What follows belongs to an exercise in optimizing a design on an open flow for small area and a short achievable clock period; a production flow would make more cautious choices. In this exercise RTL edits were held to simulation tests only and were not proved equivalent to the original. Power figures rest on the tool's default switching activity, not on a simulated workload.

<file path="design/flow/constraint.sdc">
create_clock -name core_clock -period 4.5 [get_ports {clk}]
set_input_delay 0.9000 -clock core_clock [delete_from_list [all_inputs] [get_ports {clk}]]
set_output_delay 0.9000 -clock core_clock [all_outputs]
set_load 0.01 [all_outputs]
</file>
<file path="design/flow/flow/run.sh">
#!/bin/bash
# Standard ORFS layout (the standard.sh, standard synthesis unchanged) with three changes:
#  - ports are buffered with buf_4 instead of the cell buffer_ports picks by default
#    (a delay cell on sky130hd), so the port buffers can be resized like any buffer;
#  - repair_timing/repair_design may resize across cell footprints;
#  - before detailed placement, the flip-flop driving each output port is moved next to
#    that port's buffer (flow/near_pins.tcl).
set -euo pipefail
bash standard.sh MATCH_CELL_FOOTPRINT=0 "BUFFER_PORTS_ARGS=-buffer_cell sky130_fd_sc_hd__buf_4" \
  "PRE_DETAIL_PLACE_TCL=$PWD/flow/near_pins.tcl" finish > make_finish.log 2>&1
</file>
<file path="design/flow/design.v">
module spi_slave_mem_burst #(
  parameter int ADDR_W   = 8,
  parameter int DATA_W   = 8,
  parameter int AUTO_INC = 1
) (
  input  logic clk,
  input  logic rst_n,
  input  logic ss_n,
  input  logic MOSI,
  output logic MISO,
  output logic valid_MISO,
  output logic sready
);
  localparam int WORDS = 256;
  localparam int G     = 8;              
  localparam int GW    = WORDS / G;      
  logic       st_cmd, st_addr_w, st_addr_r, st_wdata, st_rd_wait;
  logic       miso_q, valid_q, busy_q, idle_q;
  logic [2:0] cnt;
  logic [6:0] sh;
  logic [6:0] tx;
  logic [15:0] wlo, whi;    
  logic [15:0] rlo, rhi;    
  logic [7:0] mem [0:WORDS-1];
  logic [7:0] rd_grp [0:G-1];
  logic [7:0] word_in;
  logic       at2, at3, go;
  logic       addr_done_w, addr_done_r, wr_en, rd_load;
  logic       rdata_nxt;
  logic [7:0] rd_word;
  assign idle_q      = !busy_q;
  assign word_in     = {sh, MOSI};
  assign go          = !ss_n;
  assign at2         = (cnt == 3'd2);
  assign at3         = (cnt == 3'd3);
  assign addr_done_w = go && st_addr_w && at2;
  assign addr_done_r = go && st_addr_r && at2;
  assign wr_en       = go && st_wdata && at2;
  assign rd_load     = go && (st_rd_wait || (valid_q && at3));
  assign rdata_nxt   = go && (st_rd_wait || valid_q);
  always_ff @(posedge clk or negedge rst_n) begin
    if (!rst_n) begin
      busy_q     <= 1'b0;
      st_cmd     <= 1'b0;
      st_addr_w  <= 1'b0;
      st_addr_r  <= 1'b0;
      st_wdata   <= 1'b0;
      st_rd_wait <= 1'b0;
      valid_q    <= 1'b0;
      miso_q     <= 1'b0;
    end else begin
      busy_q     <= go;
      st_cmd     <= go && idle_q;
      st_addr_w  <= go && ((st_cmd && !sh[0] && !MOSI) || (st_addr_w && !at2));
      st_addr_r  <= go && ((st_cmd &&  sh[0] && !MOSI) || (st_addr_r && !at2));
      st_wdata   <= go && ((st_cmd && !sh[0] &&  MOSI) || st_wdata);
      st_rd_wait <= go && st_cmd && sh[0] && MOSI;
      valid_q    <= rdata_nxt;
      miso_q     <= rdata_nxt && (rd_load ? rd_word[7] : tx[6]);
    end
  end
  always_ff @(posedge clk) begin
    sh  <= word_in[6:0];
    cnt <= idle_q ? 3'd2 : cnt + 3'd1;
    tx  <= rd_load ? rd_word[6:0] : {tx[5:0], 1'b0};
  end
  always_ff @(posedge clk or negedge rst_n) begin
    if (!rst_n) begin
      wlo   <= 16'd1;
      whi   <= 16'd1;
      rlo   <= 16'd1;
      rhi   <= 16'd1;
    end else begin
      if (addr_done_w) begin
        wlo <= 16'd1 << word_in[3:0];
        whi <= 16'd1 << word_in[7:4];
      end else if (wr_en) begin
        wlo <= {wlo[14:0], wlo[15]};
        if (wlo[15]) whi <= {whi[14:0], whi[15]};
      end
      if (addr_done_r) begin
        rlo <= 16'd1 << word_in[3:0];
        rhi <= 16'd1 << word_in[7:4];
      end else if (rd_load) begin
        rlo <= {rlo[14:0], rlo[15]};
        if (rlo[15]) rhi <= {rhi[14:0], rhi[15]};
      end
    end
  end
  logic [WORDS-1:0] wsel, rsel;
  always_comb begin
    wsel = '0;
    rsel = '0;
    for (int i = 0; i < 16; i++)
      for (int j = 0; j < 16; j++)
        wsel[i*16 + j] = whi[i] & (wlo[j] & wr_en);
    for (int i = 0; i < 16; i++)
      for (int j = 0; j < 16; j++)
        rsel[i*16 + j] = rhi[i] & rlo[j];
  end
  for (genvar w = 0; w < WORDS; w++) begin : g_row
    always_ff @(posedge clk) begin
      if (wsel[w]) mem[w] <= word_in;
    end
  end
  for (genvar g = 0; g < G; g++) begin : g_grp
    logic [7:0] acc;
    always_comb begin
      acc = '0;
      for (int i = 0; i < GW; i++)
        acc = acc | (mem[g*GW + i] & {8{rsel[g*GW + i]}});
    end
    always_ff @(posedge clk) rd_grp[g] <= acc;
  end
  always_comb begin
    rd_word = '0;
    for (int g = 0; g < G; g++) rd_word = rd_word | rd_grp[g];
  end
  assign sready     = idle_q;
  assign valid_MISO = valid_q;
  assign MISO       = miso_q;
endmodule
</file>
<file path="design/flow/config.mk">
export PLATFORM = sky130hd
export DESIGN_NAME = spi_slave_mem_burst
export DESIGN_NICKNAME = spi_slave_mem_burst
export VERILOG_FILES = /design/flow/design.v
export SDC_FILE = /design/flow/constraint.sdc
export NUM_CORES = 4
export LEC_CHECK = 0
export CAP_MARGIN = 20
export CORE_MARGIN = 2
export CORE_UTILIZATION = 60
export CTS_CLUSTER_DIAMETER = 100
export CTS_CLUSTER_SIZE = 28
export SETUP_SLACK_MARGIN = 2.4
export SLEW_MARGIN = 20
</file>
<file path="design/flow/flow/near_pins.tcl">
# PRE_DETAIL_PLACE hook: move the flip-flop that launches each output port (and an
# inverter between it and the port buffer, if there is one) onto the port buffer's
# location, so no output path has to cross the die. Detailed placement then legalizes.
set block [ord::get_db_block]
proc signal_inputs {inst} {
  set r {}
  foreach it [$inst getITerms] {
    if {[$it isInputSignal] && [$it getNet] ne "NULL" && [[$it getNet] getSigType] eq "SIGNAL"} { lappend r $it }
  }
  return $r
}
proc net_driver {net} {
  foreach it [$net getITerms] { if {[$it isOutputSignal]} { return [$it getInst] } }
  return ""
}
foreach bt [$block getBTerms] {
  if {[$bt getIoType] ne "OUTPUT"} continue
  set buf [net_driver [$bt getNet]]
  if {$buf eq ""} continue
  set loc [$buf getLocation]
  set cur $buf
  for {set k 0} {$k < 3} {incr k} {
    set ins [signal_inputs $cur]
    if {[llength $ins] != 1} break
    set prev [net_driver [[lindex $ins 0] getNet]]
    if {$prev eq ""} break
    set m [[$prev getMaster] getName]
    puts "near_pins: [$bt getName]: moving [$prev getName] ($m) to the port buffer [$buf getName]"
    $prev setLocation [lindex $loc 0] [lindex $loc 1]
    if {[string match "*__df*" $m]} break
    set cur $prev
  }
}
</file>
<file path="design/flow/standard.sh">
#!/bin/bash
# synth_recipe.tcl (not shown) runs the flow's synth.tcl, then flattens the netlist and writes it again
# the make line also repeats each setting of config.mk as NAME=value (left out here)
make -C /OpenROAD-flow-scripts/flow DESIGN_CONFIG=/design/flow/config.mk WORK_HOME=/design/flow/orfs CLKGATE_MAP_FILE= SYNTH_SCRIPT=/design/flow/synth_recipe.tcl "${@:-finish}"
</file>
==> notes.md <==
-- power breakdown --
group	switching [mW]	internal [mW]
registers	0.730	22.6
clock network	6.01	3.96
logic	2.64	1.48
total	9.38	28.0
-- placed cells by master (no fill, tap or decap), types with 59 or more instances in the layout --
cell type     n
edfxtp_1   2048
a22oi_1     445
a22o_1      382
and3_4      156
a222oi_1    128
clkbuf_16   118
buf_4        98
nand2_1      96
and3_2       92
a221oi_2     82
and3_1       76
dfxtp_1      73
clkbuf_1     70
nand4_1      67
nand3_1      65
a221o_1      64
buf_12       59
-- cells by family (layout without fill, tap and decap cells) --
group,Yosys count,in the layout,share of synthesized area
other cells,0,14,0
simple gates,645,649,0.0444
flops,2201,2201,0.803
mux,34,34,0.00421
buf+inv,365,403,0.0185
compound gates,1258,1258,0.129
fa+ha+maj,3,3,0.000464
-- routing by layer --
layer / share of wire / GRT usage / routed length [um] / vias up
li1: - / - / - / 18900
met2: 0.46 / 0.535 / 114000 / 3313
met3: 0.12 / 0.0646 / 28800 / 418
met4: 0.041 / 0.119 / 10300 / 2
met1: 0.38 / 0.514 / 94200 / 24000
met5: 0.00016 / 0 / 40 / -
-- timing repair --
item | 4_1_cts | 5_1_grt
gates resized for setup | 462 | 133
buffers inserted | 68 | 32
gates cloned | 14 | 22
pin swaps | 63 | 76
setup endpoints to repair | 2336 | 1831
-- registers in the layout (all words and copies together) (netlist names), 3 cells and up --
name    count
mem      2048
rd_grp     64
rhi        16
rlo        16
whi        16
wlo        16
sh          7
tx          7
cnt         3
-- worst max-delay path: cells and delay by family, from the launching register on --
| kind | cells | cell delay, ns |
|---|---|---|
| AOI/OAI and AO/OA | 2 | 0.90 |
| DFF | 1 | 0.63 |
| buffers and inverters | 1 | 0.22 |
| and+or+nand+nor | 2 | 0.49 |
-- through the flow --
stage | power [mW] | cell area, um2 | util | hold WS (ns)
CTS | 37.2 | 88000 | 0.659 | 0.233
global route | 38.3 | 89500 | 0.669 | 0.270
detailed placement | 27.3 | 82700 | 0.619 | 0.449
floorplan | 25.5 | 80900 | - | 0.417
finish | 37.4 | 89500 | 0.670 | 0.228
global placement | 27.3 | 82700 | 0.619 | 0.431
-- worst paths after layout --
path / to / slack (ns) / depth (start not counted)
worst min register to register: cnt[0] / 0.48 / 1
worst max-delay path: rd_grp[0][7] / 2.16 / 5
worst max register to register: rd_grp[0][7] / 2.16 / 5
max in group asynchronous: rhi[11] / 3.35 / 2
worst min-delay path: whi[5] / 0.23 / 1
min in group core_clock: sh[0] / 0.42 / 1
-- final cells by class --
| class | instances | area, um2 |
|---|---|---|
| well taps | 1768 | 2210 |
| clock buffers | 163 | 2590 |
| inverters | 4 | 15.0 |
| fillers | 8832 | 44100 |
| flip-flops and latches | 2201 | 65000 |
| diodes | 14 | 35.0 |
| clock inverters | 3 | 28.8 |
| multi-input cells | 1944 | 16100 |
| repair buffers | 233 | 3480 |
==> results by group <==
Global route
  • Initial antenna violation count: 15
  • First-pass GRT wire length: about 340 mm
  • Vias in the first global route: 43,400
  • Largest net degree at the start of global routing: roughly 120
  • Gr ovfl total: 0
  • Gr usage total: 0.350

Synth
  • Synth top cells by count: edfxtp_1, a22oi_1, a22o_1
  • Cells after synthesis: about 4,500
  • Avg Inst Size Synth: between 15 and 20 um2
  • Asr flop ratio synth: 0.0327
  • Biggest area consumer among synthesized cells: edfxtp_1
  • Ranking of synthesized cells by area: edfxtp_1, a22oi_1, a22o_1, and3_1, dfrtp_1
  • Syn Nets: 4,513
  • FF+latch count, synth: ~2,200
  • Register area share after synthesis: 0.803
  • Post-Syn Area: a little over 80,000 um2
  • Post-synth EDFFs: around 2,000
  • Ys Warns: 3
  • Synth unique cells: 40
  • Primary FF master, synth: edfxtp_1
  • Yosys top cell area share: 0.761
  • Top-count cell post-synth: edfxtp_1

Timing
  • Final Cycle Share: 0.521
  • RSZ-0062 raised after global routing: true
  • Setup TNS: 0 ns
  • Final Hold Fails: 0
  • Final worst setup slack: approximately 2.2 ns
  • Clk_skew: approximately 0.044 ns
  • Max-slew violations: 0
  • # setup viols final: 0
  • Relative slew slack: 0.213
  • Tmin final: between 2 and 2.5 ns
  • F_max: 427 MHz
  • Worst-margin pin slew: 1.18 ns

Floorplanning
  • Chip Width: roughly 370 um
  • Die ar.: between 100,000 and 150,000 um2
  • Die Y: about 370 um
  • # rows: about 130
  • Io pins: 7
  • Placeable Area: around 130,000 um2
  • Initial Util: 0.605

Cells and area
  • Non-filler cells, final: between 6,000 and 7,000
  • Synthesis-to-finish area growth: 10.7%
  • Layout cells sized above 1: 0.163
  • Final nets: between 4,000 and 5,000

Critical path
  • Critical path's slowest cell: dfrtp_4
  • Worst Path Arrival: roughly 3 ns
  • Crit. End Element: register
  • Critical path cell sequence: buf_12, a222oi_1, and3_1, nand4_1, a221o_1
  • Launch point of the worst path: rlo[7]
  • Critical path class: register to register
  • CP Launch Type: register
  • Slowest stage delay, CP: between 0.6 and 0.7 ns
  • Worst path required time: 5.15 ns
  • CP Max Fanout: 9
  • Worst R2R Start: rlo[7]

Drt
  • Avg WL per Cell: a little under 40 um
  • Drt drc: 0
  • DR vias/cell: 7.37
  • First-pass iteration count of the detailed router: 9
  • DRT iter0 DRCs: 8,349
  • Antenna-violating nets left: 0
  • Via count: 46,700
  • Total wire length: approximately 250 mm

Place
  • Dpl ws: 1.32 ns
  • DP Cell Count: approximately 6,000
  • I/O Buffers: 6
  • GPL Wtd Cong: 0.859
  • DP HPWL: 127 mm

Power
  • Power Dens Cells: ~420 nW/um2
  • VDD IR-drop max: around 400 uV
  • Pleak: 28.3 nW

Hold path
  • HP Class: input pin to async pin

Clock network
  • Hold buffers post-CTS: 0
  • Worst-Skew Late Latency: around 0.77 ns
  • Max clock buf depth: 3
  • CTS H-tree depth: 3
  • Clock net sink count: approximately 2,200
  • TritonCTS clock tree: yes
  • CTS clk-pin slew, worst paths: 0.11 ns
  • Root buf cell: clkbuf_16
  • TritonCTS Buffers: about 90

Run
  • Max Cap Viol: 0

Status
  • Status: no timing/DRC/antenna violations

## re-timing with driven ports
How much do the figures lean on ideal ports? The routed layout below was timed once more, with nothing changed but the port constraints.
Step 1 (the two cells are an assumption about what drives the block):
set clk [get_ports {clk}]
set_driving_cell -lib_cell sky130_fd_sc_hd__clkbuf_16 $clk
set_driving_cell -lib_cell sky130_fd_sc_hd__buf_2 [delete_from_list [all_inputs] $clk]
Step 2, shift: input delay + t, output delay - t, t = (earliest + latest rising clock arrival at the registers) / 2. This alone moves slack from input paths to output paths.
a / b / c = ideal / step 1 / step 2; a / b = the first two.
shift t [ns]: 0.825
setup WS [ns]: 2.158 / 2.158 / 1.764
worst setup path at the end: input to register
worst slew at a driven data input, ns: 0.06
After both steps this run still meets setup and hold. For this run, drivers alone change the setup slack by 0.000 ns; drivers and shift together by -0.394 ns.
